This is an optimization exercise on Yosys and OpenROAD, whose aim is small area, a short achievable clock period and few clock cycles per item, not a production implementation. The RTL was checked by simulation tests, not by an equivalence proof against the original design. Power and IR drop assume default switching activity.

--- flow/design.v ---
`default_nettype none
package mmu_pkg;
    localparam int page_base_width = 3;
    localparam int page_index_width = 8;
    localparam int offset_width = 11;
    localparam int logical_width = 16;
    localparam int physical_width = 19;
    localparam int frame_width = 8;
    localparam int data_width = 8;
    localparam int bus_op_width = 1 + physical_width + data_width + 1;  
    typedef logic [logical_width-1:0] logical_addr_t;
    typedef logic [physical_width-1:0] physical_addr_t;
    typedef logic [frame_width-1:0] frame_t;  
    typedef logic [data_width-1:0] data_t;
    typedef enum logic [1:0] {
        op_read = 2'b00,
        op_write = 2'b01,
        op_load_page = 2'b10
    } opcode_t;
    typedef struct packed {
        logic [page_index_width-1:0] index;
        frame_t frame;
    } page_load_t;
    typedef union packed {
        logical_addr_t address;
        page_load_t load;
    } request_payload_u;
    typedef struct packed {
        opcode_t opcode;
        request_payload_u payload;
        data_t write_data;  
    } request_t;
    typedef struct packed {
        logic write;
        physical_addr_t address;
        data_t data;
        logic bad_page;
    } bus_op_t;
    typedef struct packed {
        data_t read_data;
        logic write;
        logic bad_page;
    } response_t;
endpackage
`default_nettype wire
`default_nettype none
module page_translator (
    input logic clock,
    input logic reset,
    input logic [mmu_pkg::page_base_width-1:0] page_base,
    input mmu_pkg::request_t request,
    input logic request_valid,
    output logic request_ready,
    output mmu_pkg::bus_op_t translated,
    output logic translated_valid,
    input logic translated_ready
);
    localparam int table_entries = 1 << mmu_pkg::page_index_width;
    localparam int page_bits = mmu_pkg::page_index_width - mmu_pkg::page_base_width;
    logic [mmu_pkg::frame_width-1:0] page_table [table_entries];
    logic request_fire;
    logic is_load;
    logic [mmu_pkg::page_index_width-1:0] table_index;
    mmu_pkg::frame_t table_entry;
    mmu_pkg::physical_addr_t physical;
    logic bad_page;
    mmu_pkg::logical_addr_t logical;
    assign request_ready = !(translated_valid && !translated_ready);
    assign request_fire = request_valid && request_ready;
    assign is_load = (request.opcode == mmu_pkg::op_load_page);
    assign logical = request.payload.address;
    assign table_index = {page_base, logical[mmu_pkg::logical_width-1 -: page_bits]};
    assign table_entry = page_table[table_index];
    assign physical = {table_entry, logical[mmu_pkg::offset_width-1:0]};
    assign bad_page = (&physical[18:13]) && physical[11];
    always_ff @(posedge clock or posedge reset) begin
        if (reset) begin
            for (int i = 0; i < table_entries; i++) begin
                page_table[i] <= '0;
            end
            translated_valid <= 1'b0;
        end else begin
            if (translated_ready) begin
                translated_valid <= 1'b0;
            end
            if (request_fire) begin
                if (is_load) begin
                    page_table[request.payload.load.index] <= request.payload.load.frame;
                end else begin
                    translated_valid <= 1'b1;  
                end
            end
        end
    end
    always_ff @(posedge clock) begin
        if (request_fire && !is_load) begin
            translated.write <= (request.opcode == mmu_pkg::op_write);
            translated.address <= physical;
            translated.data <= request.write_data;
            translated.bad_page <= bad_page;
        end
    end
endmodule
`default_nettype wire
`default_nettype none
module op_queue #(
    parameter int queue_depth = 4
) (
    input logic clock,
    input logic reset,
    input mmu_pkg::bus_op_t translated,
    input logic translated_valid,
    output logic translated_ready,
    output mmu_pkg::bus_op_t head,
    output logic head_valid,
    input logic head_ready
);
    localparam int pointer_width = $clog2(queue_depth);
    localparam int count_width = $clog2(queue_depth + 1);
    logic [mmu_pkg::bus_op_width-1:0] entries [queue_depth];
    logic [pointer_width-1:0] write_ptr;
    logic [pointer_width-1:0] read_ptr;
    logic [count_width-1:0] count;
    logic push;
    logic pop;
    assign translated_ready = (count != count_width'(queue_depth));
    assign head_valid = (count != '0);
    assign head = entries[read_ptr];
    assign push = translated_valid && translated_ready;
    assign pop = head_valid && head_ready;
    always_ff @(posedge clock or posedge reset) begin
        if (reset) begin
            write_ptr <= '0;
            read_ptr <= '0;
            count <= '0;
        end else begin
            if (push) begin
                write_ptr <= write_ptr + 1'b1;
            end
            if (pop) begin
                read_ptr <= read_ptr + 1'b1;
            end
            if (push && !pop) begin
                count <= count + 1'b1;
            end else if (pop && !push) begin
                count <= count - 1'b1;
            end
        end
    end
    always_ff @(posedge clock) begin
        if (push) begin
            entries[write_ptr] <= translated;
        end
    end
endmodule
`default_nettype wire
`default_nettype none
module bus_cycle_unit (
    input logic clock,
    input logic reset,
    input mmu_pkg::bus_op_t head,
    input logic head_valid,
    output logic head_ready,
    output mmu_pkg::physical_addr_t address_bus,
    output mmu_pkg::data_t data_out,
    input mmu_pkg::data_t data_in,
    output logic write_en,
    output mmu_pkg::response_t response,
    output logic response_valid,
    input logic response_ready
);
    typedef enum logic [1:0] {
        st_idle,
        st_address,  
        st_strobe,   
        st_respond
    } state_t;
    state_t state;
    mmu_pkg::bus_op_t op;  
    logic take;
    logic write_delayed;
    logic register_space;
    mmu_pkg::data_t read_byte;
    assign head_ready = (state == st_idle);
    assign take = head_valid && head_ready;
    assign register_space = (address_bus[18:8] == '0);
    assign read_byte = register_space ? data_out : data_in;
    always_ff @(posedge clock or posedge reset) begin
        if (reset) begin
            state <= st_idle;
            address_bus <= '0;
            data_out <= '0;
            write_delayed <= 1'b0;
            write_en <= 1'b0;
            response_valid <= 1'b0;
        end else begin
            write_en <= write_delayed;  
            write_delayed <= 1'b0;
            case (state)
                st_idle: begin
                    if (take) begin
                        address_bus <= head.address;
                        if (head.write) begin
                            data_out <= head.data;
                            write_delayed <= 1'b1;
                        end
                        state <= st_address;
                    end
                end
                st_address: begin
                    if (op.write) begin
                        state <= st_strobe;
                    end else begin
                        response_valid <= 1'b1;
                        state <= st_respond;
                    end
                end
                st_strobe: begin
                    response_valid <= 1'b1;
                    state <= st_respond;
                end
                st_respond: begin
                    if (response_ready) begin
                        response_valid <= 1'b0;
                        state <= st_idle;
                    end
                end
                default: state <= st_idle;
            endcase
        end
    end
    always_ff @(posedge clock) begin
        if (take) begin
            op <= head;
        end
        if (state == st_address) begin
            response.read_data <= op.write ? op.data : read_byte;
            response.write <= op.write;
            response.bad_page <= op.bad_page;
        end
    end
endmodule
`default_nettype wire
`default_nettype none
module cpu6_mmu #(
    parameter int queue_depth = 4
) (
    input logic clock,
    input logic reset,
    input logic [mmu_pkg::page_base_width-1:0] page_base,
    input mmu_pkg::request_t request,
    input logic request_valid,
    output logic request_ready,
    output mmu_pkg::response_t response,
    output logic response_valid,
    input logic response_ready,
    output mmu_pkg::physical_addr_t address_bus,
    output mmu_pkg::data_t data_out,
    input mmu_pkg::data_t data_in,
    output logic write_en
);
    mmu_pkg::bus_op_t translated;
    logic translated_valid;
    logic translated_ready;
    mmu_pkg::bus_op_t head;
    logic head_valid;
    logic head_ready;
    page_translator u_translator (
        .clock(clock),
        .reset(reset),
        .page_base(page_base),
        .request(request),
        .request_valid(request_valid),
        .request_ready(request_ready),
        .translated(translated),
        .translated_valid(translated_valid),
        .translated_ready(translated_ready)
    );
    op_queue #(
        .queue_depth(queue_depth)
    ) u_queue (
        .clock(clock),
        .reset(reset),
        .translated(translated),
        .translated_valid(translated_valid),
        .translated_ready(translated_ready),
        .head(head),
        .head_valid(head_valid),
        .head_ready(head_ready)
    );
    bus_cycle_unit u_bus (
        .clock(clock),
        .reset(reset),
        .head(head),
        .head_valid(head_valid),
        .head_ready(head_ready),
        .address_bus(address_bus),
        .data_out(data_out),
        .data_in(data_in),
        .write_en(write_en),
        .response(response),
        .response_valid(response_valid),
        .response_ready(response_ready)
    );
endmodule
`default_nettype wire
--- flow/run.sh ---
#!/bin/bash
# synth_recipe.tcl (not shown) runs the flow's synth.tcl, then flattens the netlist and writes it again
# the make line also repeats each setting of config.mk as NAME=value (left out here)
make -C /OpenROAD-flow-scripts/flow DESIGN_CONFIG=/design/flow/config.mk WORK_HOME=/design/flow/orfs CLKGATE_MAP_FILE= SYNTH_SCRIPT=/design/flow/synth_recipe.tcl finish
--- flow/config.mk ---
export PLATFORM = sky130hd
export DESIGN_NAME = cpu6_mmu
export DESIGN_NICKNAME = cpu6_mmu
export VERILOG_FILES = /design/flow/design.v
export SDC_FILE = /design/flow/constraint.sdc
export NUM_CORES = 4
export LEC_CHECK = 0
export CAP_MARGIN = 20
export CORE_MARGIN = 2
export CORE_UTILIZATION = 30
export SLEW_MARGIN = 20
--- flow/constraint.sdc ---
create_clock -name core_clock -period 8.0 [get_ports {clock}]
set_input_delay 1.6000 -clock core_clock [delete_from_list [all_inputs] [get_ports {clock}]]
set_output_delay 1.6000 -clock core_clock [all_outputs]
set_load 0.01 [all_outputs]
==> summary.txt <==
Logic synthesis
  – Syn avg cell area: 13.1 um^2
  – Largest area contributor in the netlist: dfrtp_1
  – Sequential fraction of the synthesis area: 57.2%
  – Top-count cell post-synth: dfrtp_1
  – Post-synth top flop: dfrtp_1
  – Register bit count reported by yosys: 2253
  – Mapped cell area: 100000 um^2
  – Combinational family with the most area after synthesis: multiplexers
  – XOR/XNOR share of the synthesized area: 0.0525%
  – Post-synth top area share: 52.2%
  – Post-synthesis simple-gate area fraction: 7.47%
  – Ys Warns: 4
  – Compound-gate portion of the synthesized area: 8.41%
  – Post-Synthesis Cells: 7616
  – Most frequent cells after synthesis: 2088 x dfrtp_1, 2071 x mux2_2, 477 x nand3_1
  – Adder-cell share of the synthesized area: 0.133%
  – Mux cell area share after synthesis: 24.1%
  – FFs w/ async S/R, synth: 92.7%
  – Library cells used by synthesis: 69
  – Synth Net Count: 7667
  – Ranking of synthesized cells by area: dfrtp_1 52%, mux2_2 23%, edfxtp_1 5.0%
  – Number of synthesized flops with an enable pin: 165

Timing
  – Max-slew violations: 0
  – RSZ-0062 raised after global routing: false
  – Worst-Margin Slew: 1.39 ns
  – Max Fclk: 0.156 GHz
  – Setup Total Neg Slack: 0 ns
  – # setup viols final: 0
  – Layout Skew: 0.0461 ns
  – Final hold vios: 0
  – Max-slew headroom: 7.19%
  – Final period util: 80.4%
  – Final min period: 6.43 ns

GRT
  – Total GRT Usage: 47.2%
  – First-pass GRT wire length: 1010 mm
  – Number of global-route vias before repair: 79033
  – Largest net degree at the start of global routing: 157
  – Antenna violations before repair: 178
  – Grt ovf: 0

Clocking
  – Post-CTS setup buffers: 0
  – Root Driver: clkbuf_16
  – Post_cts resized: 0
  – CTS Buffer Depth: 4
  – Hold-fix buffers, CTS: 0
  – H-tree depth: 5
  – Total CTS buffers: 284
  – Clock latency (worst-skew pair): 0.98 ns
  – TritonCTS clock tree: built
  – Sink Count: 2253
  – Clk slew on worst S/H paths: 0.06 ns

Pwr
  – Pwr/cell area: 233 nW/um^2
  – Worst VDD drop: 0.000169 V
  – P_leak: 54.7 nW

Detailed routing
  – Routed WL: 817 mm
  – WL/cell: 63.7 um
  – DR iter-0 viols: 14994
  – Vias: 87131
  – Via density: 6.80
  – Antenna Nets Post-Route: 0
  – DR DRC count: 0
  – Drt pass-1 iters: 6

Floorplan
  – Io pins: 81
  – Die W: 582 um
  – Starting Density: 30.1%
  – Core ar.: 333000 um^2
  – Die Y: 582 um
  – Row count: 212
  – Die Area: 338000 um^2

Critical path
  – Crit path required time: 8.74 ns
  – Largest fanout on the critical path: 36
  – Worst Setup End Kind: flop
  – Setup Crit Path Kind: in2reg
  – Startpoint types: input port
  – Worst Path Arrival: 7.17 ns

Cells and area
  – Layout cells sized above 1: 44.1%
  – Area Overhead vs Synth: 22.6%
  – Total Nets Final: 8133
  – Final Instance Area: 123000 um^2

Min path
  – Hold Path Class: reg2reg

Place
  – Placer Congestion: 1.06
  – Dpl hpwl: 577 mm
  – DP Area: 113000 um^2
  – PortBufs: 80

Job
  – Max-Cap Viols: 0

Run status
  – Status: no timing/DRC/antenna violations
[placed cells by master, fill, tap and decap left out, types with 149 or more instances in the layout]
cell type,Yosys,routed
a22oi_1,413,411
buf_4,6,639
clkbuf_16,0,286
dfrtp_1,2088,2087
edfxtp_1,165,165
mux2_2,2071,2071
nand2_1,170,162
nand3_1,477,467
nor2_1,379,149
o22ai_1,186,179
[state kept, by name, indices dropped and copies added (netlist names)]
name                           count
u_bus.write_en                     1
u_queue.read_ptr                   2
u_translator.translated           29
u_queue.count                      3
u_bus.state                        2
u_translator.page_table         2048
u_bus.data_out                     8
u_bus.op                          10
u_bus.response_valid               1
u_queue.entries                  116
u_bus.write_delayed                1
u_bus.address_bus                 19
u_translator.translated_valid      1
u_bus.response                    10
u_queue.write_ptr                  2
[layer usage]
metal	up-vias	GRT usage [%]	wire length, um
met5	-	0	573
met4	62	35.4	72000
li1	29953	-	-
met3	1914	18.1	97700
met1	47885	60.7	323000
met2	7317	63.7	323000
[per-stage QoR]
stage | total power, W | setup WS (ns) | instances | hold WS, ns | util [%]
finish | 0.0286 | 1.57 | 12822 | 0.352 | 36.9
global route | 0.0292 | 1.92 | 12723 | 0.371 | 36.8
CTS | 0.0286 | 1.98 | 12678 | 0.354 | 36.7
detailed placement | 0.0151 | 0.964 | 12177 | 0.342 | 33.9
global placement | 0.0151 | 0.642 | 12154 | 0.333 | 33.7
floorplan | 0.0137 | -22.60 | 7616 | 0.331 | -
[cell type report]
| cell class | count | area (um^2) |
|---|---|---|
| antenna | 138 | 345 |
| clock buffer | 397 | 8210 |
| clock inverter | 104 | 1330 |
| fill | 32077 | 210000 |
| inverter | 12 | 48.8 |
| multi-input combinational | 4710 | 42300 |
| sequential | 2253 | 57200 |
| tap | 4387 | 5490 |
| timing repair buffer | 821 | 7730 |
[logic make-up after synthesis]
group | after synthesis
xor gates and xnor gates | 6
DFF | 2253
adders and majority gates | 10
AOI/OAI and AO/OA | 1116
buffers and inverters | 653
and+or+nand+nor | 1460
muxes | 2118
[worst paths after layout]
path,from,endpoint,slack [ns],depth (start not counted)
setup / recovery,request[23],u_translator.translated[0],1.57,13
hold / removal,u_bus.write_delayed,u_bus.write_en,0.35,0
setup reg to reg,u_queue.count[0],u_translator.page_table[200][5],2.61,7
hold reg to reg,u_bus.write_delayed,u_bus.write_en,0.35,0
max in group asynchronous,reset,u_translator.page_table[102][2],4.53,4
min in group asynchronous,reset,u_translator.page_table[127][5],1.61,3
[critical path, stage by stage]
cell and delay [ns]:
buf_4 0.48, buf_4 0.42, or4b_2 0.86, buf_4 0.37
nor2_1 0.21, a32o_1 0.39, a2111oi_0 0.93, nand3_1 0.60
nor4_1 0.46, buf_4 0.23, a31oi_1 0.12, and2_1 0.18
and4_1 0.19
[power by group]
group | switching, W | total, W | internal, W | leakage (nW)
logic | 0.00184 | 0.00263 | 0.000788 | 19.4
clock network | 0.00576 | 0.0136 | 0.00786 | 4.73
registers | 0.000323 | 0.0123 | 0.0120 | 30.5
total | 0.00793 | 0.0286 | 0.0207 | 54.7
Testbench counts, summed over its fixed seeds: cycles 61,746, responses 18,164.

re-timing with driven ports:
How much do the figures lean on ideal ports? The routed layout below was timed once more, with nothing changed but the port constraints. Step 1: set_driving_cell puts a clkbuf_16 on clock and a buf_2 on each other input, an assumption about the parent block. Step 2 times the ports against the registers' clock, not the clock port: input delays grow and output delays shrink by t, the midpoint of the rising clock arrivals with the driver on. a / b / c = no drivers / after step 1 / after step 2; a / b = the first two.
t (ns): 1.091
slack for setup (ns): 1.569 / 1.662 / 0.571
worst setup path after step 2: input to register
cell pins on the clock port's net: 1
After both steps setup and hold are still met in this run. For this run, drivers alone change the setup slack by +0.093 ns; drivers and shift together by -0.998 ns.
